What follows belongs to an exercise in optimizing a design on an open flow for small area and few clock cycles; a production flow would make more cautious choices. The RTL was checked by simulation tests, not by an equivalence proof against the original design.

==> flow/design.v (outline; a module is shown in full before it is edited, if it fits) <==
// module wtsd_mac: 902 lines
// module wtsd_sqlt: 229 lines
// module wtsd_wsum: 224 lines
// module wtsd_sub17: 112 lines
// module wtsd_add20: 132 lines
// module wtsd_near: 327 lines
// module windowed_temperature_stability_detector_top: 196 lines
module windowed_temperature_stability_detector_top (
  input  wire                clk,
  input  wire                rst_n,
  input  wire                cfg_we,
  input  wire  [1:0]         cfg_index,
  input  wire  [15:0]        cfg_wdata,
  input  wire                in_valid,
  output logic               in_stall,
  input  wire                in_command,
  input  wire  signed [15:0] in_temperature,
  output logic               out_valid,
  input  wire                out_stall,
  output logic               out_stable,
  output logic signed [15:0] out_stable_temperature,
  output logic signed [15:0] out_window_mean,
  output logic               out_window_full,
  output logic               out_near_setpoint,
  output logic               out_low_spread
);
  // ...
==> flow/flow/run.sh <==
#!/bin/bash
# Own layout flow: the standard flow, with two changes.
#  1. After the standard synthesis, faflip.py flips the polarity of full-adder
#     cells where that removes inverters (a full adder is self-dual), leaving
#     every register and every port function as synthesized.
#  2. Port buffers use buf_1 and the clock tree skips dummy loads.
# Each step writes its full output to a log file in this folder.
set -euo pipefail
RES=$PWD/orfs/results/$FLOW_PLATFORM/windowed_temperature_stability_detector_top/base
bash standard.sh "$RES/1_2_yosys.v" > 1_synth.log 2>&1
cp "$RES/1_2_yosys.v" 1_2_yosys_standard.v
python3 flow/faflip.py 1_2_yosys_standard.v "$RES/1_2_yosys.v" > faflip.log 2>&1
touch "$RES/1_2_yosys.v"
bash standard.sh \
  "BUFFER_PORTS_ARGS=-buffer_cell sky130_fd_sc_hd__buf_1" \
  "CTS_ARGS=-sink_clustering_enable -repair_clock_nets -buf_list sky130_fd_sc_hd__clkbuf_8 -sink_clustering_size 15 -sink_clustering_max_diameter 60 -dont_use_dummy_load" \
  finish > 2_layout.log 2>&1
==> flow/flow/faflip.py <==
#!/usr/bin/env python3
"""Flip the polarity of full-adder cells in a mapped netlist to cut inverters.

A full adder is self-dual: FA(~a, ~b, ~c) = (~sum, ~cout). For each fa cell we
may take the complemented inputs and treat its outputs as complemented; a
choice is kept when it lowers the number of inverters the netlist needs. The
logic function of every port and register input is unchanged. The choice is
made greedily and then improved by simulated annealing (fixed seed). Last, an
inverting gate whose only load is an inverter becomes the matching
non-inverting gate.

usage: faflip.py in.v out.v
"""
import re
import sys
from collections import defaultdict

src = open(sys.argv[1]).read()
PRE = "sky130_fd_sc_hd__"
cell_re = re.compile(r"^  (" + PRE + r"\w+) +(\\\S+ |\S+) *\((.*?)\n  \);\n", re.S | re.M)
pin_re = re.compile(r"\.(\w+)\((.*?)\)(?:,|\s*$)", re.S | re.M)

m = re.search(r"^module (\S+)\(", src, re.M)
body_start = src.index(";", m.end()) + 1
cells = []
for cm in cell_re.finditer(src):
    typ, name, pins = cm.group(1), cm.group(2).strip(), cm.group(3)
    pl = [(p, n.strip()) for p, n in pin_re.findall(pins)]
    cells.append([typ, name, pl, cm.start(), cm.end()])
assert len(cells) == src.count("  " + PRE), (len(cells), src.count("  " + PRE))
first = cells[0][3]
last = cells[-1][4]
head = src[:first]
tail = src[last:]
assert "assign" not in src[first:last]
between = cell_re.sub("", src[first:last]).strip()
assert between == "", between[:200]

ports = set()
for pm in re.finditer(r"^\s*(input|output)\s+(\[[^\]]*\]\s*)?(\S+);", head, re.M):
    ports.add(pm.group(3))
def is_port(net):
    base = net.split("[")[0].lstrip("\\").strip()
    return base in ports or net in ports

OUTP = {"X", "Y", "Q", "Q_N", "SUM", "COUT"}
def is_inv(t):
    return re.match(PRE + r"(inv|clkinv)_\d+$", t) is not None
FA = PRE + "fa_1"
XOR_T = {PRE + "xor2_1": PRE + "xnor2_1", PRE + "xnor2_1": PRE + "xor2_1",
         PRE + "xor2_2": PRE + "xnor2_2", PRE + "xnor2_2": PRE + "xor2_2",
         PRE + "xor2_4": PRE + "xnor2_4", PRE + "xnor2_4": PRE + "xor2_4",
         }

driver = {}
for i, c in enumerate(cells):
    for p, n in c[2]:
        if p in OUTP:
            driver[n] = (i, p)

inv_of = {}   # output net -> input net
for i, c in enumerate(cells):
    if is_inv(c[0]):
        d = dict(c[2])
        if not is_port(d["Y"]):
            inv_of[d["Y"]] = (i, d["A"])

def root_of(net):
    pol = 0
    while net in inv_of:
        pol ^= 1
        net = inv_of[net][1]
    return net, pol

# consumers: (cell index, pin) of every non-removable-inverter cell input
uses = defaultdict(list)   # root -> list of (cell idx, pin, pol)
for i, c in enumerate(cells):
    if is_inv(c[0]) and dict(c[2])["Y"] in inv_of:
        continue
    for p, n in c[2]:
        if p in OUTP:
            continue
        if re.match(r"^\d+'", n):
            continue
        r, pol = root_of(n)
        uses[r].append((i, p, pol))

fa_idx = [i for i, c in enumerate(cells) if c[0] == FA]
xor_idx = set(i for i, c in enumerate(cells) if c[0] in XOR_T)
flippable = set()
for i in fa_idx:
    d = dict(cells[i][2])
    if not is_port(d["SUM"]) and not is_port(d["COUT"]):
        flippable.add(i)
for i in xor_idx:
    d = dict(cells[i][2])
    outn = [n for p, n in cells[i][2] if p in OUTP][0]
    if not is_port(outn):
        flippable.add(i)
flip = defaultdict(int)

def rootdrv(r):
    d = driver.get(r)
    if d and d[0] in flippable:
        return d[0]
    return None


roots_of_fa = defaultdict(set)
for r, us in uses.items():
    d = rootdrv(r)
    if d is not None:
        roots_of_fa[d].add(r)
    for i, p, pol in us:
        if i in flippable:
            roots_of_fa[i].add(r)
# roots with no users (nets driven but unused)
def need(r):
    d = rootdrv(r)
    q = flip[d] if d is not None else 0
    s = set()
    for i, p, pol in uses.get(r, []):
        if i in xor_idx:
            continue
        want = pol ^ (flip[i] if i in flippable else 0)
        s.add(want ^ q)
    return s

def local_cost(i):
    return sum(1 for r in roots_of_fa[i] if 1 in need(r))

before = sum(1 for r in uses if 1 in need(r))
for it in range(30):
    changed = False
    for i in list(fa_idx) + sorted(xor_idx):
        if i not in flippable:
            continue
        a = local_cost(i)
        flip[i] ^= 1
        b = local_cost(i)
        if b < a:
            changed = True
        else:
            flip[i] ^= 1
    if not changed:
        break
after = sum(1 for r in uses if 1 in need(r))
# simulated annealing from the greedy result (deterministic seed)
import random
rng = random.Random(12345)
cand = [i for i in list(fa_idx) + sorted(xor_idx) if i in flippable]
best = dict(flip)
cur = after
bestc = after
T = 2.0
for step in range(200000):
    i = cand[rng.randrange(len(cand))]
    a = local_cost(i)
    flip[i] ^= 1
    b = local_cost(i)
    dlt = b - a
    if dlt <= 0 or rng.random() < pow(2.718, -dlt / T):
        cur += dlt
        if cur < bestc:
            bestc = cur
            best = dict(flip)
    else:
        flip[i] ^= 1
    T = max(0.05, T * 0.99997)
flip.clear()
flip.update(best)
after = sum(1 for r in uses if 1 in need(r))

def esc(n):
    return n + " " if n.startswith("\\") else n


# rebuild connections
newcells = []
ninv = 0
inv_net = {}
def inv_name(r):
    global ninv
    if r not in inv_net:
        ninv += 1
        inv_net[r] = f"_faflip_n{ninv}_"
    return inv_net[r]
conn = {}  # (cell idx, pin) -> net
xpar = defaultdict(int)  # xor cells: parity of inverted inputs taken
for r, us in uses.items():
    d = rootdrv(r)
    q = flip[d] if d is not None else 0
    for i, p, pol in us:
        if i in xor_idx:
            conn[(i, p)] = r
            xpar[i] ^= pol ^ q
            continue
        want = pol ^ (flip[i] if i in flippable else 0)
        conn[(i, p)] = inv_name(r) if want ^ q else r
ntog = 0
for i in xor_idx:
    if xpar[i] ^ (flip[i] if i in flippable else 0):
        cells[i][0] = XOR_T[cells[i][0]]
        cells[i][2] = [({"X": "Y", "Y": "X"}.get(p, p), n) for p, n in cells[i][2]]
        ntog += 1
removed = set(i for i, c in enumerate(cells) if is_inv(c[0]) and dict(c[2])["Y"] in inv_of)

# an inverting gate whose only load is an inverter becomes the
# non-inverting gate of the same inputs, driving the inverter's net
MERGE = {"nand2_1": "and2_0", "nor2_1": "or2_0", "nand3_1": "and3_1",
         "nor3_1": "or3_1", "o21ai_0": "o21a_1", "a21oi_1": "a21o_1",
         "o22ai_1": "o22a_1", "a22oi_1": "a22o_1", "nand4_1": "and4_1"}
newinv = []  # (A net, Y net) of the inverters added above
for k, (r, n) in enumerate(inv_net.items()):
    newinv.append([r, n])
loads2 = defaultdict(int)
for i, c in enumerate(cells):
    if i in removed:
        continue
    for p, n in c[2]:
        if p not in OUTP:
            loads2[conn.get((i, p), n)] += 1
for a, y in newinv:
    loads2[a] += 1
drv2 = {}
for i, c in enumerate(cells):
    if i in removed:
        continue
    for p, n in c[2]:
        if p in OUTP:
            drv2[n] = i
nmerge = 0
for k, (a, y) in enumerate(newinv):
    i = drv2.get(a)
    if i is None or loads2[a] != 1 or is_port(a):
        continue
    t = cells[i][0][len(PRE):]
    if t not in MERGE:
        continue
    cells[i][0] = PRE + MERGE[t]
    cells[i][2] = [(("X" if p == "Y" else p), (y if p == "Y" else n)) for p, n in cells[i][2]]
    newinv[k] = None
    nmerge += 1

out = [head.rstrip("\n") + "\n"]
decl = []
for r, n in inv_net.items():
    decl.append(f"  wire {n};\n")
# declarations go before the first cell
out.append("".join(decl))
for i, c in enumerate(cells):
    if i in removed:
        continue
    pl = []
    for p, n in c[2]:
        if p not in OUTP and (i, p) in conn:
            n = conn[(i, p)]
        pl.append(f"    .{p}({esc(n)})")
    out.append(f"  {c[0]} {esc(c[1])} (\n" + ",\n".join(pl) + "\n  );\n")
for k, e in enumerate(newinv):
    if e is None:
        continue
    r, n = e
    out.append(f"  {PRE}inv_1 _faflip_i{k+1}_ (\n    .A({esc(r)}),\n    .Y({n})\n  );\n")
print(f"faflip: {nmerge} inverting gates merged with their inverter")
out.append(tail)
open(sys.argv[2], "w").write("".join(out))
nflip = sum(flip[i] for i in fa_idx)
print(f"faflip: {len(xor_idx)} xor cells, {ntog} changed type")
print(f"faflip: {len(fa_idx)} fa cells, {nflip} flipped; inverters {len(removed)} removed, {len(inv_net)} added "
      f"(model {before} -> {after})")
==> flow/standard.sh <==
#!/bin/bash
# synth_recipe.tcl (not shown) runs the flow's synth.tcl, then flattens the netlist and writes it again
# the make line also repeats each setting of config.mk as NAME=value (left out here)
make -C /OpenROAD-flow-scripts/flow DESIGN_CONFIG=/design/flow/config.mk WORK_HOME=/design/flow/orfs CLKGATE_MAP_FILE= SYNTH_SCRIPT=/design/flow/synth_recipe.tcl "${@:-finish}"
==> flow/config.mk <==
export PLATFORM = sky130hd
export DESIGN_NAME = windowed_temperature_stability_detector_top
export DESIGN_NICKNAME = windowed_temperature_stability_detector_top
export VERILOG_FILES = /design/flow/design.v
export SDC_FILE = /design/flow/constraint.sdc
export NUM_CORES = 4
export LEC_CHECK = 0
export ABC_AREA = 1
export CAP_MARGIN = 20
export CORE_MARGIN = 2
export CORE_UTILIZATION = 65
export CTS_BUF_LIST = sky130_fd_sc_hd__clkbuf_8
export CTS_CLUSTER_DIAMETER = 60
export CTS_CLUSTER_SIZE = 15
export SLEW_MARGIN = 20
==> flow/constraint.sdc <==
create_clock -name core_clock -period 8.5 [get_ports {clk}]
set_input_delay 1.7000 -clock core_clock [delete_from_list [all_inputs] [get_ports {clk}]]
set_output_delay 1.7000 -clock core_clock [all_outputs]
set_load 0.01 [all_outputs]
==> impl_metrics.csv, run 1 <==
group,metric,value,unit
clock_tree,clockBufferDepth,3,
placed_design,place_congestion,0.905,
cells_and_area,drive_above_1_share,0.0522,
worst_hold_path,hold_start,"ring[14][9]",
timing,max_slew_margin,0.244,
timing,rsz0062_at_grt,"no",
global_route,grt_pass1_vias,20200,
outcome,outcome,"timing/DRC/antenna clean",
floorplanning,tapCellCount,539,
drt,drtIter0Drc,1666,
global_route,use_met2,0.489,
global_route,gr-max-usage-layer,"met2",
worst_setup_path,crit_arrival,8310,ps
floorplanning,start_util,0.660,
drt,topRoutingLayerUsed,"met4",
cells_and_area,num-nets-final,3424,
clock_tree,cts_made_buffers,41,
worst_setup_path,ff2ff_setup_slack,1330,ps
worst_hold_path,hold_path_class,"register to register",
timing,post-route-period-util,0.915,
placed_design,hpwl,50200,um
cells_and_area,nClkBuffers,41,
cells_and_area,seq_area,9120,um^2
drt,wl,64200,um
worst_setup_path,endpoint_kind,"register",
placed_design,place_inst,3387,
Testbench counts, summed over its fixed seeds: cycles 24,016.
==> run 2: changes to the inputs <==
==> flow/flow/run.sh (replaced) <==
#!/bin/bash
# Own layout flow: the standard flow, with three changes.
#  1. Synthesis is the standard script (synth_recipe.tcl and ORFS synth.tcl),
#     except that the final ABC mapping uses flow/abc_area_nosize.script
#     (area mapping without ABC's own gate sizing); the registers are the
#     same as in the standard synthesis.
#  2. After synthesis, faflip.py flips the polarity of full-adder and xor
#     cells where that removes inverters, leaving every register and every
#     port function as synthesized.
#  3. Port buffers use buf_1 and the clock tree skips dummy loads.
# Each step writes its full output to a log file in this folder.
set -euo pipefail
RES=$PWD/orfs/results/$FLOW_PLATFORM/windowed_temperature_stability_detector_top/base
ABCS=$PWD/flow/abc_area_nosize.script
sed 's#^  log_cmd abc {\*}$abc_args$#  set abc_args [lreplace $abc_args 1 1 '"$ABCS"']\n  log_cmd abc {*}$abc_args#' \
  "$FLOW_HOME/scripts/synth.tcl" > synth_own.tcl
grep -q "$ABCS" synth_own.tcl
sed 's#^source $::env(SCRIPTS_DIR)/synth.tcl$#source '"$PWD"'/synth_own.tcl#' synth_recipe.tcl > synth_recipe_own.tcl
grep -q "synth_own.tcl" synth_recipe_own.tcl
bash standard.sh "SYNTH_SCRIPT=$PWD/synth_recipe_own.tcl" "$RES/1_2_yosys.v" > 1_synth.log 2>&1
cp "$RES/1_2_yosys.v" 1_2_yosys_synth.v
python3 flow/faflip.py 1_2_yosys_synth.v "$RES/1_2_yosys.v" > faflip.log 2>&1
touch "$RES/1_2_yosys.v"
bash standard.sh \
  "SYNTH_SCRIPT=$PWD/synth_recipe_own.tcl" \
  "BUFFER_PORTS_ARGS=-buffer_cell sky130_fd_sc_hd__buf_1" \
  "CTS_ARGS=-sink_clustering_enable -repair_clock_nets -buf_list sky130_fd_sc_hd__clkbuf_8 -sink_clustering_size 15 -sink_clustering_max_diameter 60 -dont_use_dummy_load" \
  finish > 2_layout.log 2>&1
==> flow/flow/abc_area_nosize.script (new file) <==
strash
dch
map -B 0.9
topo
stime -c
==> run 2 against run 1 <==
Against the previous run:
- still clean on timing, DRC and antenna
- final cell count increased by 0.47%
- non-clock buffer count is 22 higher
- synthesized area down 2.9%
- clock skew is 27 ps lower
- global-route usage up 1.3 points
- critical path type unchanged
- largest cell class unchanged
==> impl_metrics.csv, run 2 <==
group,metric,value,unit
worst_setup_path,crit_top_cell,"fa_1",
clock_tree,cts_sinks,449,
worst_setup_path,crit_fanout,19,
synthesis,syn_inst,2746,
cells_and_area,fillers,3094,
floorplanning,die_h,208,um
clock_tree,cts_made_buffers,43,
floorplanning,dieWidth,208,um
clock_tree,cts_hold_buf,0,
worst_hold_path,holdPathStages,0,
worst_setup_path,startpoint_type,"primary input",
worst_setup_path,worstSetupPathType,"primary input to register",
placed_design,io_buffers,77,
clock_tree,cts_root_buffer,"clkbuf_8",
cells_and_area,final_cell_mix,"dfxtp_1, inv_1, nand2_1, fa_1, ha_1",
drt,avgRoutedWirePerCell,19.3,um
drt,vias,20000,
global_route,grt_max_degree,49,
placed_design,place_congestion,0.941,
cells_and_area,largest_reg_flops,272,
global_route,antenna_found_initial,0,
floorplanning,rows,74,
worst_setup_path,endpoint_kind,"register",
global_route,grt_overflow,0,
drt,route.detailed.drc,0,
global_route,grt.total_usage,0.314,
timing,fin_setup_tns,0,ps
worst_setup_path,crit_arrival,8460,ps
worst_setup_path,crit_slowest_cell,"fa_1",
synthesis,syn_nets,3278,
cells_and_area,layout_commonest_cell,"dfxtp_1",
timing,worstMarginPinSlew,1090,ps
timing,max_slew_margin,0.277,
clock_tree,clkTransAtPathRegs,80,ps
synthesis,syn_area,27000,um^2
clock_tree,postCtsSetupBuffers,0,
worst_setup_path,cp.required,9040,ps
synthesis,avgSynthCellArea,9.82,um^2
floorplanning,dieArea,43100,um^2
cells_and_area,largest_register,"ring",
worst_setup_path,timing.rr.start,"gap_r[0]",
worst_hold_path,hold_start,"ring[14][8]",
floorplanning,design.core.area,40900,um^2
clock_tree,cts-resized-gates,0,
drt,drtIter0Drc,1534,
cells_and_area,area.growth.synth_to_final,7.25,%
synthesis,yosys_warnings,2,
placed_design,hpwl,51800,um
drt,postRouteAntennaNets,0,
cells_and_area,reg.largest.list,"ring: 272 flops, spr_r: 38 flops, w_r: 22 flops",
cells_and_area,drive_above_1_share,0.0501,
cells_and_area,diodes,0,
global_route,grt_pass1_wl,107000,um
worst_hold_path,min_to,"ring[15][8]",
timing,period_minus_slack,7920,ps
drt,routed_via_density,5.80,
timing,rsz0062_at_grt,"no",
worst_setup_path,rr_endpoint,"spr_r[37]",
floorplanning,io_pins,78,
global_route,grt_pass1_vias,20300,
flow_run,drv_cap,0,
clock_tree,cts_tree,"yes",
outcome,outcome,"timing/DRC/antenna clean",
drt,first_pass_iters,6,
timing,post-route-period-util,0.932,
timing,slew_viol_final,0,
cells_and_area,num-nets-final,3448,
timing,finalSetupViolations,0,
worst_hold_path,hold_path_class,"register to register",
timing,fin_skew,58.6,ps
clock_tree,clockBufferDepth,3,
worst_setup_path,reg2regPathDepth,31,
placed_design,dpl_worst_slack,81.0,ps
timing,fmax,126,MHz
floorplanning,start_util,0.659,
clock_tree,insertion_delay,640,ps
timing,setup_slack,580,ps
drt,wl,66600,um
clock_tree,htreeDepth,2,
worst_setup_path,ff2ff_setup_slack,1120,ps
timing,final_hold_viol_count,0,
worst_setup_path,max_stage_delay,530,ps
## run 2: layout make-up
type,count,area (um^2),area share
clock buffer,43,592,0.0205
timing repair buffer,141,803,0.0278
multi-input combinational,1926,16400,0.567
sequential,449,9120,0.315
inverter,355,1330,0.0461
tap,532,666,0.0230
## run 2: how the worst max path moves through the flow
stage / from / to / slack, ps / depth (start not counted)
after floorplan: out_stall / spr_r[37] / 240 / 27
final: out_stall / spr_r[37] / 580 / 30
after global placement: out_stall / spr_r[37] / 240 / 30
after CTS: out_stall / spr_r[37] / 710 / 30
after detailed placement: out_stall / spr_r[37] / 80 / 30
after global routing: out_stall / spr_r[37] / 170 / 30
## run 2: worst max-delay path: cells and delay by family
family,cells,cell delay [ps]
adder cells (fa/ha/maj),7,2990
AO/OA/AOI/OAI,8,1580
AND/OR/NAND/NOR,7,930
buffers and inverters,5,650
XOR/XNOR,3,600
## run 2: metal layers
| metal | global-route usage | vias to the layer above | wire length [um] |
|---|---|---|---|
| met5 | 0 | - | 0 |
| met4 | 0.139 | 0 | 3250 |
| met3 | 0.0448 | 155 | 3910 |
| met2 | 0.514 | 708 | 31100 |
| met1 | 0.418 | 9781 | 28300 |
| li1 | - | 9343 | - |
## run 2: per-stage QoR
step	hold slack [ps]	area (um^2)	util	instances
floorplan	310	27000	-	2746
global placement	311	28300	0.691	3402
detailed placement	312	28300	0.691	3402
CTS	326	28900	0.706	3445
global route	327	28900	0.706	3446
finish	314	28900	0.706	3446
==> run 3: changes to the inputs <==
==> flow/flow/abc_area_nosize.script (replaced) <==
strash
dch
map -B 0.9
topo
stime -c
buffer -c
dnsize -c
==> run 3 against run 2 <==
Against the previous run:
- synthesized cell count up 4.5%
- routed wire length down 3.4%
- flip-flop and latch count unchanged
- setup slack better by 63 ps
- hold slack worse by 11 ps
- die area up 1.6%
- global-route usage down 0.84 points
- core utilization down 1.5 points
- maximum frequency up 0.81%
- register-to-register slack better by 180 ps
- critical endpoint is now out_stable_temperature[5]
==> impl_metrics.csv, run 3 <==
group,metric,value,unit
outcome,outcome,"timing/DRC/antenna clean",
clock_tree,clockBufferDepth,3,
floorplanning,design.core.area,41800,um^2
cells_and_area,num-nets-final,3448,
cells_and_area,largest_reg_flops,272,
timing,fin_setup_tns,0,ps
drt,route.detailed.drc,0,
drt,first_pass_iters,5,
clock_tree,cts_tree,"yes",
drt,avgRoutedWirePerCell,18.6,um
placed_design,dpl_worst_slack,149,ps
cells_and_area,layout_commonest_cell,"dfxtp_1",
clock_tree,postCtsSetupBuffers,0,
timing,fmax,127,MHz
cells_and_area,fin_area,28900,um^2
clock_tree,cts_root_buffer,"clkbuf_8",
drt,vias,19600,
global_route,grt_max_degree,57,
floorplanning,dieWidth,209,um
cells_and_area,drive_above_1_share,0.0453,
synthesis,avgSynthCellArea,9.55,um^2
cells_and_area,diodes,0,
floorplanning,start_util,0.656,
drt,drtIter0Drc,1250,
synthesis,syn_inst,2869,
timing,max_slew_margin,0.259,
flow_run,drv_cap,0,
global_route,grt_pass1_wl,106000,um
clock_tree,cts_hold_buf,0,
worst_setup_path,crit_arrival,6160,ps
clock_tree,insertion_delay,630,ps
clock_tree,cts_made_buffers,42,
clock_tree,clkTransAtPathRegs,90,ps
cells_and_area,reg.largest.list,"ring: 272 flops, spr_r: 38 flops, w_r: 22 flops",
worst_setup_path,startpoint_type,"register",
floorplanning,dieArea,43800,um^2
placed_design,hpwl,50800,um
cells_and_area,fin_cells,3453,
timing,setup_slack,644,ps
drt,postRouteAntennaNets,0,
timing,fin_skew,58.8,ps
worst_setup_path,cp.required,6800,ps
clock_tree,cts_sinks,449,
placed_design,io_buffers,77,
timing,slew_viol_final,0,
timing,worstMarginPinSlew,1110,ps
floorplanning,die_h,209,um
timing,finalSetupViolations,0,
floorplanning,rows,75,
cells_and_area,area.growth.synth_to_final,5.35,%
global_route,grt.total_usage,0.305,
synthesis,syn_area,27400,um^2
timing,rsz0062_at_grt,"no",
timing,post-route-period-util,0.924,
cells_and_area,fillers,3258,
global_route,antenna_found_initial,2,
worst_hold_path,hold_path_class,"register to register",
floorplanning,io_pins,78,
drt,wl,64300,um
synthesis,yosys_warnings,2,
cells_and_area,largest_register,"ring",
timing,hold_slack,303,ps
placed_design,place_inst,3411,
placed_design,place_congestion,0.941,
clock_tree,htreeDepth,2,
drt,routed_via_density,5.68,
worst_setup_path,worstSetupPathType,"register to primary output",
clock_tree,cts-resized-gates,0,
global_route,grt_overflow,0,
global_route,grt_pass1_vias,20200,
worst_setup_path,endpoint_kind,"primary output",
timing,final_hold_viol_count,0,
cells_and_area,final_cell_mix,"dfxtp_1, inv_1, nand2_1, fa_1, ha_1",
placed_design,dpl_cell_area,28300,um^2
synthesis,syn_nets,3401,
worst_setup_path,crit_fanout,18,
timing,period_minus_slack,7860,ps
## run 3: changes by cell type in the layout (fill, tap and decap cells not counted), sizes merged
cell	delta
xnor2	+5
xor2	-5
o21a	-2
o21ai	+2
and2	+1
buf	+1
clkbuf	-1
clkinv	-1
inv	+1
nand2	-1
## run 3: area by class of cell
cell class	instances	area [um^2]	area share
clock buffers	42	578	0.0200
inverters	355	1330	0.0462
flip-flops and latches	449	9120	0.316
repair buffers	142	791	0.0274
well taps	539	674	0.0234
multi-input cells	1926	16400	0.567
## run 3: through the flow
stage / utilization
floorplan: -
global placement: 0.678
detailed placement: 0.678
CTS: 0.691
global route: 0.691
finish: 0.691
## run 3: critical path, stage by stage (launching register included)
cell and delay, ps:
dfxtp_1 470, inv_1 220, ha_1 240, inv_1 60, fa_1 200, nand3_1 80
nand3_1 140, inv_1 70, o21ai_0 440, nand3_1 170, o21bai_1 260, nand3_1 100
nand2_1 90, fa_1 410, inv_1 80, nand2_1 80, nor3_1 260, nand4_1 220
nand3_1 150, nand2_1 70, inv_1 490, nand3_1 700, nand2_1 300, nand2_1 100
buf_1 140
## run 3: worst paths after layout
kind                                to  slack, ps  cells after the start         start
min reg2reg               ring[14][14]        300                      0  ring[13][14]
max          out_stable_temperature[5]        640                     24      sum_r[4]
min                       ring[14][14]        300                      0  ring[13][14]
max reg2reg                  spr_r[37]       1300                     25        w_r[3]
## run 3: layer usage
| layer | track usage | vias to the layer above | wire length, um |
|---|---|---|---|
| li1 | - | 9354 | - |
| met1 | 0.408 | 9502 | 27800 |
| met2 | 0.510 | 610 | 30500 |
| met3 | 0.0465 | 131 | 3860 |
| met4 | 0.106 | 2 | 2170 |
| met5 | 0 | - | 13 |
==> run 4: changes to the inputs <==
--- a/flow/config.mk
+++ b/flow/config.mk
@@ -8,7 +8,7 @@
 export ABC_AREA = 1
 export CAP_MARGIN = 20
 export CORE_MARGIN = 2
-export CORE_UTILIZATION = 65
+export CORE_UTILIZATION = 75
 export CTS_BUF_LIST = sky130_fd_sc_hd__clkbuf_8
 export CTS_CLUSTER_DIAMETER = 60
 export CTS_CLUSTER_SIZE = 15
==> run 4 against run 3 <==
Against the previous run:
- clock skew grew 44 ps
- flip-flop and latch count unchanged
- sequential share of layout area is 0.19 points higher
- synthesized cell count is the same
- setup slack lost 200 ps
- still clean
- register-to-register slack got worse by 350 ps
- final cell count down 2.3%
- via count is 4.5% higher
- synthesized area is the same
- design area is 0.59% lower
==> impl_metrics.csv, run 4 <==
group,metric,value,unit
placed_design,place_inst,3331,
clock_tree,cts_made_buffers,39,
cells_and_area,largest_register,"ring",
placed_design,hpwl,52200,um
timing,period_minus_slack,8060,ps
worst_setup_path,crit_arrival,8570,ps
placed_design,dpl_worst_slack,-150,ps
drt,route.detailed.drc,0,
clock_tree,cts_root_buffer,"clkbuf_8",
cells_and_area,largest_reg_flops,272,
clock_tree,postCtsSetupBuffers,0,
floorplanning,io_pins,78,
clock_tree,cts_hold_buf,0,
global_route,grt_pass1_wl,111000,um
drt,postRouteAntennaNets,0,
timing,fin_skew,103,ps
timing,post-route-period-util,0.948,
global_route,antenna_found_initial,0,
floorplanning,design.core.area,36300,um^2
cells_and_area,layout_commonest_cell,"dfxtp_1",
floorplanning,rows,70,
timing,finalSetupViolations,0,
timing,slew_viol_final,0,
drt,avgRoutedWirePerCell,20.4,um
worst_setup_path,crit_fanout,17,
worst_setup_path,cp.required,9010,ps
global_route,grt_overflow,0,
synthesis,syn_inst,2869,
worst_setup_path,worstSetupPathType,"primary input to register",
clock_tree,htreeDepth,2,
timing,final_hold_viol_count,0,
cells_and_area,final_cell_mix,"dfxtp_1, inv_1, nand2_1, fa_1, ha_1",
global_route,grt_max_degree,49,
drt,drtIter0Drc,1920,
cells_and_area,fin_area,28700,um^2
worst_setup_path,max_stage_delay,500,ps
placed_design,place_congestion,0.938,
drt,first_pass_iters,6,
clock_tree,cts_sinks,449,
cells_and_area,drive_above_1_share,0.0417,
worst_setup_path,crit_top_cell,"nand2_1",
synthesis,yosys_warnings,2,
timing,fmax,124,MHz
cells_and_area,num-nets-final,3437,
synthesis,syn_area,27400,um^2
cells_and_area,fin_cells,3373,
floorplanning,dieArea,38100,um^2
drt,routed_via_density,6.07,
timing,rsz0062_at_grt,"no",
worst_hold_path,hold_path_class,"register to register",
timing,setup_slack,441,ps
synthesis,avgSynthCellArea,9.55,um^2
global_route,grt.total_usage,0.370,
cells_and_area,reg.largest.list,"ring: 272 flops, spr_r: 38 flops, w_r: 22 flops",
drt,vias,20500,
synthesis,syn_nets,3401,
outcome,outcome,"timing/DRC/antenna clean",
placed_design,io_buffers,77,
clock_tree,insertion_delay,640,ps
worst_setup_path,crit_slowest_cell,"fa_1",
clock_tree,clkTransAtPathRegs,100,ps
worst_setup_path,endpoint_kind,"register",
global_route,grt_pass1_vias,21200,
floorplanning,dieWidth,195,um
drt,wl,68600,um
worst_setup_path,startpoint_type,"primary input",
floorplanning,die_h,195,um
clock_tree,clockBufferDepth,3,
timing,fin_setup_tns,0,ps
floorplanning,start_util,0.756,
flow_run,drv_cap,0,
clock_tree,cts_tree,"yes",
timing,worstMarginPinSlew,1060,ps
timing,max_slew_margin,0.292,
cells_and_area,area.growth.synth_to_final,4.73,%
placed_design,dpl_cell_area,28100,um^2
run 4: per-layer routing:
metal,up-vias,GRT usage,share of wire
met4,0,0.157,0.045
met3,236,0.0592,0.071
met1,9989,0.470,0.40
met5,-,0,0
li1,9336,-,-
met2,917,0.633,0.49
run 4: per-stage QoR:
stage          utilization  hold slack [ps]
2_1_floorplan            -              310
3_3_place_gp         0.776              310
3_5_place_dp         0.776              312
4_1_cts              0.790              306
5_1_grt              0.791              299
6_report             0.792              300
run 4: timing repair:
| item | in CTS | in global routing |
|---|---|---|
| gates resized for setup | 0 | 3 |
| endpoints found under the setup margin | 0 | 6 |
| hold endpoints to repair | 0 | 0 |
run 4: final timing paths:
path | start | endpoint | slack (ps) | cells past startpoint
worst min register to register | ring[6][7] | ring[7][7] | 300 | 0
worst max register to register | gap_r[0] | w_r[20] | 950 | 32
worst min-delay path | ring[6][7] | ring[7][7] | 300 | 0
worst max-delay path | out_stall | w_r[20] | 440 | 30
run 4: area by class of cell:
class	count	area, um^2
repair buffers	134	737
fillers	2346	7560
multi-input cells	1926	16400
inverters	355	1330
flip-flops and latches	449	9120
well taps	468	586
diodes	2	5.00
clock buffers	39	537
run 4: critical path, delay by kind of cell:
kind	cells	cell delay (ps)
fa+ha+maj	6	2590
compound gates	9	1940
simple gates	9	1300
buf+inv	5	690
xor+xnor	1	350
==> module windowed_temperature_stability_detector_top, before the edit <==
module windowed_temperature_stability_detector_top (
  input  wire                clk,
  input  wire                rst_n,
  input  wire                cfg_we,
  input  wire  [1:0]         cfg_index,
  input  wire  [15:0]        cfg_wdata,
  input  wire                in_valid,
  output logic               in_stall,
  input  wire                in_command,
  input  wire  signed [15:0] in_temperature,
  output logic               out_valid,
  input  wire                out_stall,
  output logic               out_stable,
  output logic signed [15:0] out_stable_temperature,
  output logic signed [15:0] out_window_mean,
  output logic               out_window_full,
  output logic               out_near_setpoint,
  output logic               out_low_spread
);
  logic signed [15:0] sp_r;
  logic [9:0]         thr_r;
  logic [11:0]        dwc_r;
  always_ff @(posedge clk) begin
    if (!rst_n) begin
      sp_r  <= wtsd_pkg::SETPOINT_RST;
      thr_r <= wtsd_pkg::THRESHOLD_RST;
      dwc_r <= wtsd_pkg::DWELL_RST;
    end else if (cfg_we) begin
      case (cfg_index)
        2'd0: sp_r  <= cfg_wdata;
        2'd1: thr_r <= cfg_wdata[9:0];
        2'd2: dwc_r <= cfg_wdata[11:0];
        default: ;
      endcase
    end
  end
  logic              valid_r;      
  logic              pend_r;       
  logic              pcmd_r;       
  logic [4:0]        fill_r;       
  logic [4:0]        gap_r;
  logic signed [15:0] ring [17];
  logic signed [19:0] sum_r;
  logic [37:0]        spr_r;       
  wire full    = fill_r[4];
  wire empty   = (fill_r == 5'd0);
  wire handout = valid_r && !out_stall;
  wire slot0   = (gap_r == 5'd0);
  wire proc    = pend_r && (!valid_r || !out_stall) && (pcmd_r || slot0);
  wire take    = (!pend_r || proc) && (slot0 || empty || pcmd_r);
  assign in_stall = !take;
  wire accept = in_valid && take;
  wire ins    = accept && !in_command;
  wire push   = proc && !pcmd_r;
  wire clear  = proc && pcmd_r;
  always_ff @(posedge clk) begin
    if (!rst_n) begin
      valid_r <= 1'b0;
      pend_r  <= 1'b0;
      fill_r  <= 5'd0;
      gap_r   <= 5'd0;
    end else begin
      if (proc)         valid_r <= 1'b1;
      else if (handout) valid_r <= 1'b0;
      if (accept)       pend_r <= 1'b1;
      else if (proc)    pend_r <= 1'b0;
      if (clear)                fill_r <= 5'd0;
      else if (push && !full)   fill_r <= fill_r + 5'd1;
      if (ins || gap_r == 5'd16) gap_r <= 5'd0;
      else                       gap_r <= gap_r + 5'd1;
    end
  end
  always_ff @(posedge clk) begin
    if (accept) pcmd_r <= in_command;
  end
  always_ff @(posedge clk) begin
    ring[0] <= ins ? in_temperature : ring[16];
    for (int i = 1; i < 17; i++) ring[i] <= ring[i-1];
  end
  wire signed [15:0] x_n    = ins ? in_temperature : ring[16];
  wire               full_n = !clear && (full || (push && fill_r == 5'd15));
  wire signed [15:0] y_n    = full_n ? ring[15] : 16'sd0;
  logic signed [16:0] u_r;
  logic        [21:0] w_r;
  wire signed [19:0] sum_n;
  wire        [21:0] w_n;
  wire        [37:0] spr_n;
  wire signed [16:0] u = push ? u_r : 17'sd0;
  wire        [19:0] sum_a;
  wtsd_add20 u_add (
    .a (sum_r),
    .b (u),
    .s (sum_a)
  );
  assign sum_n = (!rst_n || clear) ? 20'sd0 : sum_a;
  wtsd_wsum u_wsum (
    .x (x_n),
    .y (y_n),
    .u (u_n),
    .s (sum_n),
    .w (w_n)
  );
  wire        [16:0] u_n;
  wtsd_sub17 u_sub (
    .a (x_n),
    .b (y_n),
    .d (u_n)
  );
  always_ff @(posedge clk) begin
    u_r <= u_n;
    w_r <= w_n;
  end
  wtsd_mac u_mac (
    .u (u),
    .w (w_r),
    .d (spr_r),
    .p (spr_n)
  );
  always_ff @(posedge clk) begin
    sum_r <= sum_n;
    if (!rst_n || clear) spr_r <= '0;
    else                 spr_r <= spr_n;
  end
  wire signed [15:0] mean = sum_r[19:4];
  wire               frac = |sum_r[3:0];
  wire [16:0] e;
  wire [10:0] e_t = 11'(e[9:0]) + 11'(thr_r) + 11'(frac);
  wtsd_sub17 u_esub (
    .a (mean),
    .b (sp_r),
    .d (e)
  );
  wire n_hi = e[16] || (e[15:10] == 6'd0 && e[9:0] < thr_r);
  wire n_lo = e[16] ? (e[15:10] == 6'h3f && e_t[10] && e_t[9:0] != 10'd0)
                    : (e[15:0] != 16'd0 || thr_r != 10'd0 || frac);
  wire               sq_lt;
  wtsd_sqlt u_sqlt (
    .t  (thr_r),
    .a  (spr_r[27:8]),
    .lt (sq_lt)
  );
  wire near = full && n_hi && n_lo;
  wire low  = full && (spr_r[37:28] == 10'd0) && sq_lt;
  logic        cand_r, stab_r;
  logic [11:0] dwl_r;
  logic signed [15:0] lat_r;
  logic        cand_a, stab_a;
  logic [11:0] dwl_a;
  logic signed [15:0] lat_a;
  always_comb begin
    cand_a = cand_r;
    stab_a = stab_r;
    dwl_a  = dwl_r;
    lat_a  = lat_r;
    if (!cand_r)
      dwl_a = '0;
    else if (dwl_r != wtsd_pkg::DWELL_MAX)
      dwl_a = dwl_r + 12'd1;
    if (empty) begin
      cand_a = 1'b0;
      stab_a = 1'b0;
    end else if (full) begin
      if (near && low) begin
        cand_a = 1'b1;
        if (dwl_a >= dwc_r && !stab_r) begin
          stab_a = 1'b1;
          lat_a  = mean;
        end
      end else begin
        cand_a = 1'b0;
        stab_a = 1'b0;
      end
    end
  end
  always_ff @(posedge clk) begin
    if (!rst_n) begin
      cand_r <= 1'b0;
      stab_r <= 1'b0;
      lat_r  <= '0;
    end else if (handout) begin
      cand_r <= cand_a;
      stab_r <= stab_a;
      lat_r  <= lat_a;
    end
  end
  always_ff @(posedge clk) begin
    if (handout) dwl_r <= dwl_a;
  end
  assign out_valid              = valid_r;
  assign out_stable             = stab_a;
  assign out_stable_temperature = lat_a;
  assign out_window_mean        = mean;
  assign out_window_full        = full;
  assign out_near_setpoint      = near;
  assign out_low_spread         = low;
endmodule
==> run 5: changes to the inputs <==
--- a/flow/design.v
+++ b/flow/design.v
@@ -1989,7 +1989,7 @@
   logic [4:0]        gap_r;
   logic signed [15:0] ring [17];
   logic signed [19:0] sum_r;
-  logic [37:0]        spr_r;       
+  logic [37:4]        spr_r;
   wire full    = fill_r[4];
   wire empty   = (fill_r == 5'd0);
   wire handout = valid_r && !out_stall;
@@ -2029,10 +2029,12 @@
   wire               full_n = !clear && (full || (push && fill_r == 5'd15));
   wire signed [15:0] y_n    = full_n ? ring[15] : 16'sd0;
   logic signed [16:0] u_r;
-  logic        [21:0] w_r;
+  logic        [21:1] w_r;
   wire signed [19:0] sum_n;
   wire        [21:0] w_n;
   wire        [37:0] spr_n;
+  wire        [3:0]  spr_lo = {sum_r[1] ? (sum_r[0] ? sum_r[2] : 1'b1) : (sum_r[0] && !sum_r[2]),
+                               sum_r[1] || sum_r[0], sum_r[0], sum_r[0]};
   wire signed [16:0] u = push ? u_r : 17'sd0;
   wire        [19:0] sum_a;
   wtsd_add20 u_add (
@@ -2056,18 +2058,18 @@
   );
   always_ff @(posedge clk) begin
     u_r <= u_n;
-    w_r <= w_n;
+    w_r <= w_n[21:1];
   end
   wtsd_mac u_mac (
     .u (u),
-    .w (w_r),
-    .d (spr_r),
+    .w ({w_r, u_r[0]}),
+    .d ({spr_r, spr_lo}),
     .p (spr_n)
   );
   always_ff @(posedge clk) begin
     sum_r <= sum_n;
     if (!rst_n || clear) spr_r <= '0;
-    else                 spr_r <= spr_n;
+    else                 spr_r <= spr_n[37:4];
   end
   wire signed [15:0] mean = sum_r[19:4];
   wire               frac = |sum_r[3:0];
==> run 5 against run 4 <==
Against the previous run:
- setup slack lost 88 ps
- design area is essentially flat
- largest cell class unchanged
- register-to-register slack got worse by 140 ps
- hold slack gained 4.3 ps
- critical endpoint is now w_r[21]
- non-clock buffer count rose by 14
- die area shrank 0.49%
==> impl_metrics.csv, run 5 <==
group,metric,value,unit
outcome,outcome,"timing/DRC/antenna clean",
cells_and_area,drive_above_1_share,0.0485,
clock_tree,postCtsSetupBuffers,0,
worst_setup_path,max_stage_delay,510,ps
clock_tree,htreeDepth,2,
floorplanning,start_util,0.765,
drt,first_pass_iters,8,
global_route,grt_pass1_wl,115000,um
worst_hold_path,hold_path_class,"register to register",
worst_setup_path,rr_endpoint,"w_r[21]",
drt,drtIter0Drc,1924,
placed_design,place_congestion,0.931,
floorplanning,io_pins,78,
timing,worstMarginPinSlew,983,ps
worst_hold_path,holdPathStages,0,
worst_setup_path,endpoint_kind,"register",
synthesis,syn_nets,3383,
worst_setup_path,crit_arrival,8650,ps
synthesis,yosys_warnings,2,
worst_hold_path,hold_start,"ring[7][10]",
placed_design,hpwl,52600,um
global_route,grt.total_usage,0.383,
worst_setup_path,crit_start,"out_stall",
cells_and_area,final_core_util,0.805,
worst_setup_path,crit_fanout,11,
worst_setup_path,cp.required,9000,ps
drt,vias,20600,
timing,slew_viol_final,0,
floorplanning,dieArea,37900,um^2
worst_setup_path,crit_end,"w_r[21]",
worst_setup_path,timing.rr.start,"gap_r[0]",
worst_setup_path,crit_slowest_cell,"fa_1",
cells_and_area,layout_commonest_cell,"dfxtp_1",
cells_and_area,area.growth.synth_to_final,5.27,%
cells_and_area,largest_reg_flops,272,
timing,fmax,123,MHz
clock_tree,clkTransAtPathRegs,100,ps
global_route,antenna_found_initial,1,
timing,final_hold_viol_count,0,
global_route,grt_overflow,0,
clock_tree,cts_root_buffer,"clkbuf_8",
drt,avgRoutedWirePerCell,21.1,um
cells_and_area,fillers,2138,
clock_tree,cts_made_buffers,40,
placed_design,io_buffers,77,
timing,post-route-period-util,0.959,
floorplanning,die_h,195,um
timing,period_minus_slack,8150,ps
clock_tree,cts_sinks,445,
worst_setup_path,cp_top_family,"adder cells",
worst_setup_path,ff2ff_setup_slack,810,ps
drt,wl,71200,um
worst_setup_path,worstSetupPathType,"primary input to register",
placed_design,place_inst,3325,
worst_setup_path,startpoint_type,"primary input",
floorplanning,dieWidth,195,um
floorplanning,design.core.area,35700,um^2
cells_and_area,reg.largest.list,"ring: 272 flops, spr_r: 34 flops, w_r: 21 flops",
timing,max_slew_margin,0.340,
synthesis,syn_inst,2853,
global_route,grt_pass1_vias,21900,
cells_and_area,fin_cells,3369,
drt,routed_via_density,6.12,
synthesis,avgSynthCellArea,9.56,um^2
timing,fin_skew,84.0,ps
clock_tree,cts_tree,"yes",
flow_run,drv_cap,0,
cells_and_area,largest_register,"ring",
synthesis,syn_area,27300,um^2
drt,route.detailed.drc,0,
timing,hold_slack,304,ps
worst_setup_path,worstSetupPathDepth,36,
timing,finalSetupViolations,0,
drt,postRouteAntennaNets,0,
cells_and_area,num-nets-final,3438,
global_route,grt_max_degree,54,
clock_tree,insertion_delay,620,ps
floorplanning,rows,69,
worst_setup_path,reg2regPathDepth,37,
worst_setup_path,crit_top_cell,"nand2_1",
worst_setup_path,cp_num_buf_inv,6,
cells_and_area,final_cell_mix,"dfxtp_1, inv_1, nand2_1, fa_1, ha_1",
clock_tree,clockBufferDepth,3,
## run 5: worst min-delay path by stage
| stage | to | slack, ps |
|---|---|---|
| CTS | ring[8][10] | 300 |
| global placement | ring[8][7] | 310 |
| floorplan | ring[10][0] | 310 |
| global route | ring[8][10] | 310 |
| finish | ring[8][10] | 300 |
| detailed placement | ring[1][4] | 310 |
## run 5: repair_timing
item / 4_1_cts / 5_1_grt
hold buffers: 0 / 0
gates cloned: 0 / 1
setup endpoints to repair: 1 / 4
gates resized for setup: 1 / 8
pin swaps: 0 / 1
## run 5: routing by layer
| metal | vias up | wire (um) | track usage |
|---|---|---|---|
| met5 | - | 0 | 0.0204 |
| met4 | 0 | 3540 | 0.179 |
| met3 | 265 | 5560 | 0.0770 |
| met2 | 965 | 34800 | 0.655 |
| met1 | 10000 | 27300 | 0.467 |
| li1 | 9350 | - | - |
## run 5: layout make-up
cell class	count	area (um^2)	share of cell area
timing repair buffer	148	847	0.0295
antenna	2	5.00	0.000174
tap	461	577	0.0201
inverter	342	1280	0.0447
multi-input combinational	1931	16400	0.571
clock buffer	40	551	0.0192
sequential	445	9040	0.315
## run 5: worst reg2reg max path: cells and delay by family (launching register included)
family / cells / cell delay, ps
adders and majority gates: 8 / 2950
and+or+nand+nor: 11 / 1490
DFF: 1 / 350
xor gates and xnor gates: 2 / 470
buffers and inverters: 6 / 470
AOI/OAI and AO/OA: 10 / 1850
## run 5: per-stage QoR
step	area (um^2)	setup TNS, ps	worst slack [ps]
2_1_floorplan	27300	0	576
3_3_place_gp	28100	0	234
3_5_place_dp	28100	-1250	-478
4_1_cts	28700	0	92.7
5_1_grt	28700	-91.1	-91.1
6_report	28700	0	353
Testbench counts of run 5, summed over its fixed seeds: cycles 24,016.
==> run 6: changes to the inputs <==
--- a/flow/config.mk
+++ b/flow/config.mk
@@ -8,7 +8,7 @@
 export ABC_AREA = 1
 export CAP_MARGIN = 20
 export CORE_MARGIN = 2
-export CORE_UTILIZATION = 75
+export CORE_UTILIZATION = 65
 export CTS_BUF_LIST = sky130_fd_sc_hd__clkbuf_8
 export CTS_CLUSTER_DIAMETER = 60
 export CTS_CLUSTER_SIZE = 15
==> run 6 against run 5 <==
Against the previous run:
- critical endpoint unchanged
- first-iteration DRC count is 25% lower
- still clean on timing, DRC and antenna
- final cell count is 2.6% higher
- core utilization is 11 points lower
- sequential share of layout area is 0.20 points lower
- setup slack better by 290 ps
==> impl_metrics.csv, run 6 <==
group,metric,value,unit
clock_tree,cts_tree,"yes",
cells_and_area,area.growth.synth_to_final,5.94,%
worst_setup_path,endpoint_kind,"register",
timing,max_slew_margin,0.347,
clock_tree,clockBufferDepth,3,
timing,finalSetupViolations,0,
timing,post-route-period-util,0.925,
drt,avgRoutedWirePerCell,18.6,um
drt,drtIter0Drc,1451,
worst_setup_path,crit_slowest_cell,"fa_1",
worst_setup_path,crit_start,"out_stall",
cells_and_area,diodes,0,
synthesis,yosys_warnings,2,
synthesis,avgSynthCellArea,9.56,um^2
drt,first_pass_iters,8,
flow_run,drv_cap,0,
cells_and_area,largest_reg_flops,272,
floorplanning,io_pins,78,
worst_setup_path,startpoint_type,"primary input",
floorplanning,start_util,0.654,
timing,worstMarginPinSlew,972,ps
timing,fin_skew,73.0,ps
global_route,grt_pass1_wl,105000,um
timing,fin_setup_tns,0,ps
worst_setup_path,crit_fanout,17,
timing,period_minus_slack,7860,ps
drt,routed_via_density,5.70,
worst_setup_path,max_stage_delay,500,ps
clock_tree,clkTransAtPathRegs,90,ps
synthesis,syn_nets,3383,
clock_tree,cts_root_buffer,"clkbuf_8",
floorplanning,dieArea,43600,um^2
worst_setup_path,crit_top_cell,"nand2_1",
drt,route.detailed.drc,0,
global_route,grt.total_usage,0.302,
drt,postRouteAntennaNets,0,
cells_and_area,drive_above_1_share,0.0511,
timing,slew_viol_final,0,
synthesis,syn_inst,2853,
floorplanning,dieWidth,209,um
timing,final_hold_viol_count,0,
placed_design,hpwl,50100,um
clock_tree,cts_made_buffers,42,
clock_tree,cts_hold_buf,0,
cells_and_area,layout_commonest_cell,"dfxtp_1",
clock_tree,cts_sinks,445,
timing,fmax,127,MHz
cells_and_area,fin_area,28900,um^2
worst_hold_path,hold_path_class,"register to register",
drt,wl,64200,um
clock_tree,cts-resized-gates,0,
global_route,grt_overflow,0,
timing,rsz0062_at_grt,"no",
cells_and_area,reg.largest.list,"ring: 272 flops, spr_r: 34 flops, w_r: 21 flops",
placed_design,dpl_cell_area,28300,um^2
clock_tree,htreeDepth,2,
worst_hold_path,hold_start,"ring[6][4]",
outcome,outcome,"timing/DRC/antenna clean",
clock_tree,postCtsSetupBuffers,0,
worst_setup_path,crit_arrival,8370,ps
floorplanning,design.core.area,41700,um^2
timing,hold_slack,281,ps
worst_setup_path,worstSetupPathType,"primary input to register",
placed_design,io_buffers,77,
worst_setup_path,timing.rr.start,"gap_r[0]",
cells_and_area,final_core_util,0.693,
global_route,grt_max_degree,53,
cells_and_area,num-nets-final,3449,
global_route,grt_pass1_vias,20300,
cells_and_area,final_cell_mix,"dfxtp_1, inv_1, nand2_1, fa_1, ha_1",
clock_tree,insertion_delay,620,ps
floorplanning,rows,75,
worst_setup_path,cp.required,9010,ps
placed_design,place_congestion,0.892,
global_route,antenna_found_initial,0,
floorplanning,die_h,209,um
drt,vias,19700,
cells_and_area,largest_register,"ring",
synthesis,syn_area,27300,um^2
run 6: final cells by class:
type                            count  area [um^2]
Sequential cell                   445         9040
Multi-Input combinational cell   1930        16400
Fill cell                        3231        12800
Inverter                          342         1280
Timing Repair Buffer              158          935
Tap cell                          539          674
Clock buffer                       42          578
run 6: critical path, delay by kind of cell:
family	cells	cell delay (ps)
AOI/OAI and AO/OA	9	1900
buffers and inverters	4	320
xor gates and xnor gates	2	480
adders and majority gates	6	2420
and+or+nand+nor	12	1540
run 6: stage by stage:
stage               std cells  setup slack [ps]
finish                   3456               639
detailed placement       3413              67.3
floorplan                2853               576
global route             3456               120
global placement         3413               214
CTS                      3455               706
run 6: worst paths after layout:
check | depth (start not counted) | end | slack [ps]
max | 33 | w_r[21] | 640
min | 0 | ring[7][4] | 280
max reg2reg | 34 | w_r[21] | 1170
min reg2reg | 0 | ring[7][4] | 280
run 6: routing by layer:
metal	routed length (um)	global-route usage
met4	2120	0.0998
met3	4480	0.0515
met1	27400	0.398
met2	30200	0.510
met5	0	0
==> run 7: changes to the inputs <==
--- a/flow/design.v
+++ b/flow/design.v
@@ -1989,7 +1989,7 @@
   logic [4:0]        gap_r;
   logic signed [15:0] ring [17];
   logic signed [19:0] sum_r;
-  logic [37:4]        spr_r;
+  logic [37:0]        spr_r;       
   wire full    = fill_r[4];
   wire empty   = (fill_r == 5'd0);
   wire handout = valid_r && !out_stall;
@@ -2029,12 +2029,10 @@
   wire               full_n = !clear && (full || (push && fill_r == 5'd15));
   wire signed [15:0] y_n    = full_n ? ring[15] : 16'sd0;
   logic signed [16:0] u_r;
-  logic        [21:1] w_r;
+  logic        [21:0] w_r;
   wire signed [19:0] sum_n;
   wire        [21:0] w_n;
   wire        [37:0] spr_n;
-  wire        [3:0]  spr_lo = {sum_r[1] ? (sum_r[0] ? sum_r[2] : 1'b1) : (sum_r[0] && !sum_r[2]),
-                               sum_r[1] || sum_r[0], sum_r[0], sum_r[0]};
   wire signed [16:0] u = push ? u_r : 17'sd0;
   wire        [19:0] sum_a;
   wtsd_add20 u_add (
@@ -2058,18 +2056,18 @@
   );
   always_ff @(posedge clk) begin
     u_r <= u_n;
-    w_r <= w_n[21:1];
+    w_r <= w_n;
   end
   wtsd_mac u_mac (
     .u (u),
-    .w ({w_r, u_r[0]}),
-    .d ({spr_r, spr_lo}),
+    .w (w_r),
+    .d (spr_r),
     .p (spr_n)
   );
   always_ff @(posedge clk) begin
     sum_r <= sum_n;
     if (!rst_n || clear) spr_r <= '0;
-    else                 spr_r <= spr_n[37:4];
+    else                 spr_r <= spr_n;
   end
   wire signed [15:0] mean = sum_r[19:4];
   wire               frac = |sum_r[3:0];
--- a/flow/flow/run.sh
+++ b/flow/flow/run.sh
@@ -1,9 +1,11 @@
 #!/bin/bash
 # Own layout flow: the standard flow, with three changes.
 #  1. Synthesis is the standard script (synth_recipe.tcl and ORFS synth.tcl),
-#     except that the final ABC mapping uses flow/abc_area_nosize.script
-#     (area mapping without ABC's own gate sizing); the registers are the
-#     same as in the standard synthesis.
+#     except that the quick ABC pass of Yosys's fine step is skipped (so
+#     that the full-adder extraction sees the adder trees as written) and
+#     the final ABC mapping uses flow/abc_area_nosize.script (area mapping
+#     without ABC's own gate sizing); the registers are the same as in the
+#     standard synthesis.
 #  2. After synthesis, faflip.py flips the polarity of full-adder and xor
 #     cells where that removes inverters, leaving every register and every
 #     port function as synthesized.
@@ -13,8 +15,10 @@
 RES=$PWD/orfs/results/$FLOW_PLATFORM/windowed_temperature_stability_detector_top/base
 ABCS=$PWD/flow/abc_area_nosize.script
 sed 's#^  log_cmd abc {\*}$abc_args$#  set abc_args [lreplace $abc_args 1 1 '"$ABCS"']\n  log_cmd abc {*}$abc_args#' \
-  "$FLOW_HOME/scripts/synth.tcl" > synth_own.tcl
+  "$FLOW_HOME/scripts/synth.tcl" | \
+  sed 's#^  synth -top $::env(DESIGN_NAME) -run fine: {\*}$synth_full_args$#  synth -top $::env(DESIGN_NAME) -run fine: -noabc {*}$synth_full_args#' > synth_own.tcl
 grep -q "$ABCS" synth_own.tcl
+grep -q -- "-run fine: -noabc" synth_own.tcl
 sed 's#^source $::env(SCRIPTS_DIR)/synth.tcl$#source '"$PWD"'/synth_own.tcl#' synth_recipe.tcl > synth_recipe_own.tcl
 grep -q "synth_own.tcl" synth_recipe_own.tcl
 bash standard.sh "SYNTH_SCRIPT=$PWD/synth_recipe_own.tcl" "$RES/1_2_yosys.v" > 1_synth.log 2>&1
--- a/flow/config.mk
+++ b/flow/config.mk
@@ -8,7 +8,7 @@
 export ABC_AREA = 1
 export CAP_MARGIN = 20
 export CORE_MARGIN = 2
-export CORE_UTILIZATION = 65
+export CORE_UTILIZATION = 75
 export CTS_BUF_LIST = sky130_fd_sc_hd__clkbuf_8
 export CTS_CLUSTER_DIAMETER = 60
 export CTS_CLUSTER_SIZE = 15
==> run 7 against run 6 <==
Against the previous run:
- the layout now fails its checks (setup timing)
- critical path depth is 5 higher
- via count up 5.2%
- sequential share of layout area up 0.078 points
- setup slack lost 650 ps
- register-to-register slack worse by 820 ps
- critical path type unchanged
==> impl_metrics.csv, run 7 <==
group,metric,value,unit
clock_tree,cts_tree,"yes",
worst_setup_path,ff2ff_setup_slack,350,ps
global_route,antenna_found_initial,0,
cells_and_area,diodes,0,
worst_setup_path,crit_top_cell,"nand2_1",
global_route,grt_overflow,0,
timing,hold_slack,274,ps
clock_tree,cts_hold_buf,0,
worst_setup_path,crit_slowest_cell,"fa_1",
clock_tree,cts_made_buffers,40,
clock_tree,cts_root_buffer,"clkbuf_8",
drt,routed_via_density,6.17,
cells_and_area,layout_commonest_cell,"dfxtp_1",
cells_and_area,final_core_util,0.800,
synthesis,syn_nets,3385,
drt,postRouteAntennaNets,0,
global_route,grt_pass1_wl,115000,um
timing,max_slew_margin,0.261,
drt,first_pass_iters,8,
timing,fmax,118,MHz
cells_and_area,drive_above_1_share,0.0539,
flow_run,drv_cap,0,
worst_setup_path,crit_start,"out_stall",
floorplanning,design.core.area,36300,um^2
cells_and_area,fin_area,29100,um^2
synthesis,syn_area,27500,um^2
worst_setup_path,crit_arrival,9020,ps
timing,finalSetupViolations,1,
worst_setup_path,rr_endpoint,"w_r[21]",
worst_setup_path,crit_end,"w_r[21]",
worst_setup_path,crit_fanout,12,
global_route,grt_pass1_vias,21700,
drt,wl,73000,um
placed_design,dpl_worst_slack,-453,ps
timing,worstMarginPinSlew,1100,ps
drt,avgRoutedWirePerCell,21.7,um
worst_hold_path,hold_path_class,"register to register",
floorplanning,dieWidth,195,um
synthesis,syn_inst,2833,
drt,route.detailed.drc,0,
global_route,gr-max-usage-layer,"met2",
outcome,so.violations,"setup timing",
worst_setup_path,startpoint_type,"primary input",
cells_and_area,final_cell_mix,"dfxtp_1, inv_1, nand2_1, fa_1, ha_1",
clock_tree,clockBufferDepth,3,
timing,slew_viol_final,0,
clock_tree,insertion_delay,630,ps
outcome,outcome,"complete, but fails checks",
drt,vias,20700,
floorplanning,io_pins,78,
floorplanning,die_h,195,um
worst_setup_path,reg2regPathDepth,39,
worst_setup_path,max_stage_delay,610,ps
placed_design,place_congestion,0.951,
cells_and_area,largest_register,"ring",
floorplanning,dieArea,38100,um^2
worst_setup_path,cp.required,9010,ps
synthesis,yosys_warnings,2,
drt,drtIter0Drc,2034,
clock_tree,htreeDepth,2,
cells_and_area,area.growth.synth_to_final,5.91,%
cells_and_area,num-nets-final,3446,
cells_and_area,multi_input_comb_area,16500,um^2
cells_and_area,fillers,2250,
timing,post-route-period-util,1.00,
global_route,grtUsageMet1,0.491,
cells_and_area,seq_area,9120,um^2
floorplanning,rows,70,
placed_design,io_buffers,77,
global_route,use_met3,0.0698,
worst_setup_path,worstSetupPathType,"primary input to register",
timing,fin_skew,70.4,ps
synthesis,avgSynthCellArea,9.69,um^2
global_route,use_met2,0.635,
cells_and_area,largest_reg_flops,272,
timing,setup_slack,-7.29,ps
clock_tree,clkTransAtPathRegs,100,ps
global_route,grt.total_usage,0.386,
cells_and_area,reg.largest.list,"ring: 272 flops, spr_r: 38 flops, w_r: 22 flops",
clock_tree,cts_sinks,449,
timing,period_minus_slack,8510,ps
global_route,grt_max_degree,47,
placed_design,dpl_cell_area,28400,um^2
worst_setup_path,endpoint_kind,"register",
placed_design,hpwl,53300,um
floorplanning,start_util,0.755,
timing,final_hold_viol_count,0,
worst_setup_path,timing.rr.start,"gap_r[0]",
run 7: worst min-delay path by stage:
stage | slack, ps | cells past startpoint | to | start
2_1_floorplan | 310 | 0 | ring[10][0] | ring[9][0]
3_3_place_gp | 310 | 0 | ring[11][0] | ring[10][0]
3_5_place_dp | 310 | 0 | ring[13][13] | ring[12][13]
4_1_cts | 290 | 0 | ring[12][2] | ring[11][2]
5_1_grt | 290 | 0 | ring[12][2] | ring[11][2]
6_report | 270 | 0 | ring[12][2] | ring[11][2]
run 7: cell type report:
type | instances | share of cell area
Tap cell | 468 | 0.0201
Inverter | 355 | 0.0458
Multi-Input combinational cell | 1891 | 0.568
Timing Repair Buffer | 157 | 0.0337
Sequential cell | 449 | 0.314
Clock buffer | 40 | 0.0189
run 7: metal layers:
layer / routed length, um / vias to the layer above
li1: - / 9221
met5: 0 / -
met1: 28100 / 10100
met2: 34600 / 1140
met3: 5960 / 300
met4: 4400 / 0
run 7: worst max-delay path, delay by kind of cell:
family	cells	cell delay, ps
adder cells (fa/ha/maj)	7	3050
buffers and inverters	5	690
AND/OR/NAND/NOR	19	2310
AO/OA/AOI/OAI	4	640
XOR/XNOR	3	590
run 7: per-stage QoR:
step                      setup TNS, ps  std cells
after floorplan                       0       2833
after global placement                0       3318
after detailed placement          -1030       3318
after CTS                             0       3358
after global routing               -288       3360
final                             -7.29       3360
run 7: what timing repair did:
item                                    4_1_cts  5_1_grt
setup buffers                                 0        2
gates resized for setup                       0       18
endpoints found under the setup margin        0        5
Testbench counts of run 7, summed over its fixed seeds: cycles 24,016.

[re-timing with driven ports]
Ports are ideal in the flow. The routed layouts listed here were re-timed in OpenROAD. Step 1 (the two cells are an assumption about what drives the block):
set clk [get_ports {clk}]
set_driving_cell -lib_cell sky130_fd_sc_hd__clkbuf_16 $clk
set_driving_cell -lib_cell sky130_fd_sc_hd__buf_2 [delete_from_list [all_inputs] $clk]
Step 2 moves the port delays by t, midway between the first and last clock arrival at a register: inputs arrive t later, outputs are due t later. That takes back most of the time a late clock gives input paths. Slacks: ideal / step 1 / step 2; pairs: ideal / step 1.
run | shift t [ns] | setup slack, ns | worst hold slack (ns) | worst register clock-pin slew, ns
run 1 | 0.648 | 0.725 / 0.759 / 0.111 | 0.271 / 0.271 / 0.271 | 0.10 / 0.10
run 2 | 0.665 | 0.580 / 0.602 / -0.063 | 0.314 / 0.314 / 0.314 | 0.10 / 0.10
run 3 | 0.650 | 0.644 / 0.591 / 0.169 | 0.303 / 0.303 / 0.303 | 0.10 / 0.10
run 4 | 0.642 | 0.441 / 0.465 / -0.177 | 0.300 / 0.300 / 0.300 | 0.10 / 0.10
run 5 | 0.633 | 0.353 / 0.382 / -0.250 | 0.304 / 0.304 / 0.304 | 0.10 / 0.10
run 6 | 0.642 | 0.639 / 0.673 / 0.031 | 0.281 / 0.281 / 0.281 | 0.10 / 0.10
run 7 | 0.650 | -0.007 / 0.029 / -0.622 | 0.274 / 0.274 / 0.274 | 0.10 / 0.10
With both steps, setup timing fails in run 2, run 4 and run 5, where it was met with ideal ports. The setup slack of run 2, which loses most, moves by +0.022 ns with the drivers and by -0.643 ns with both steps.
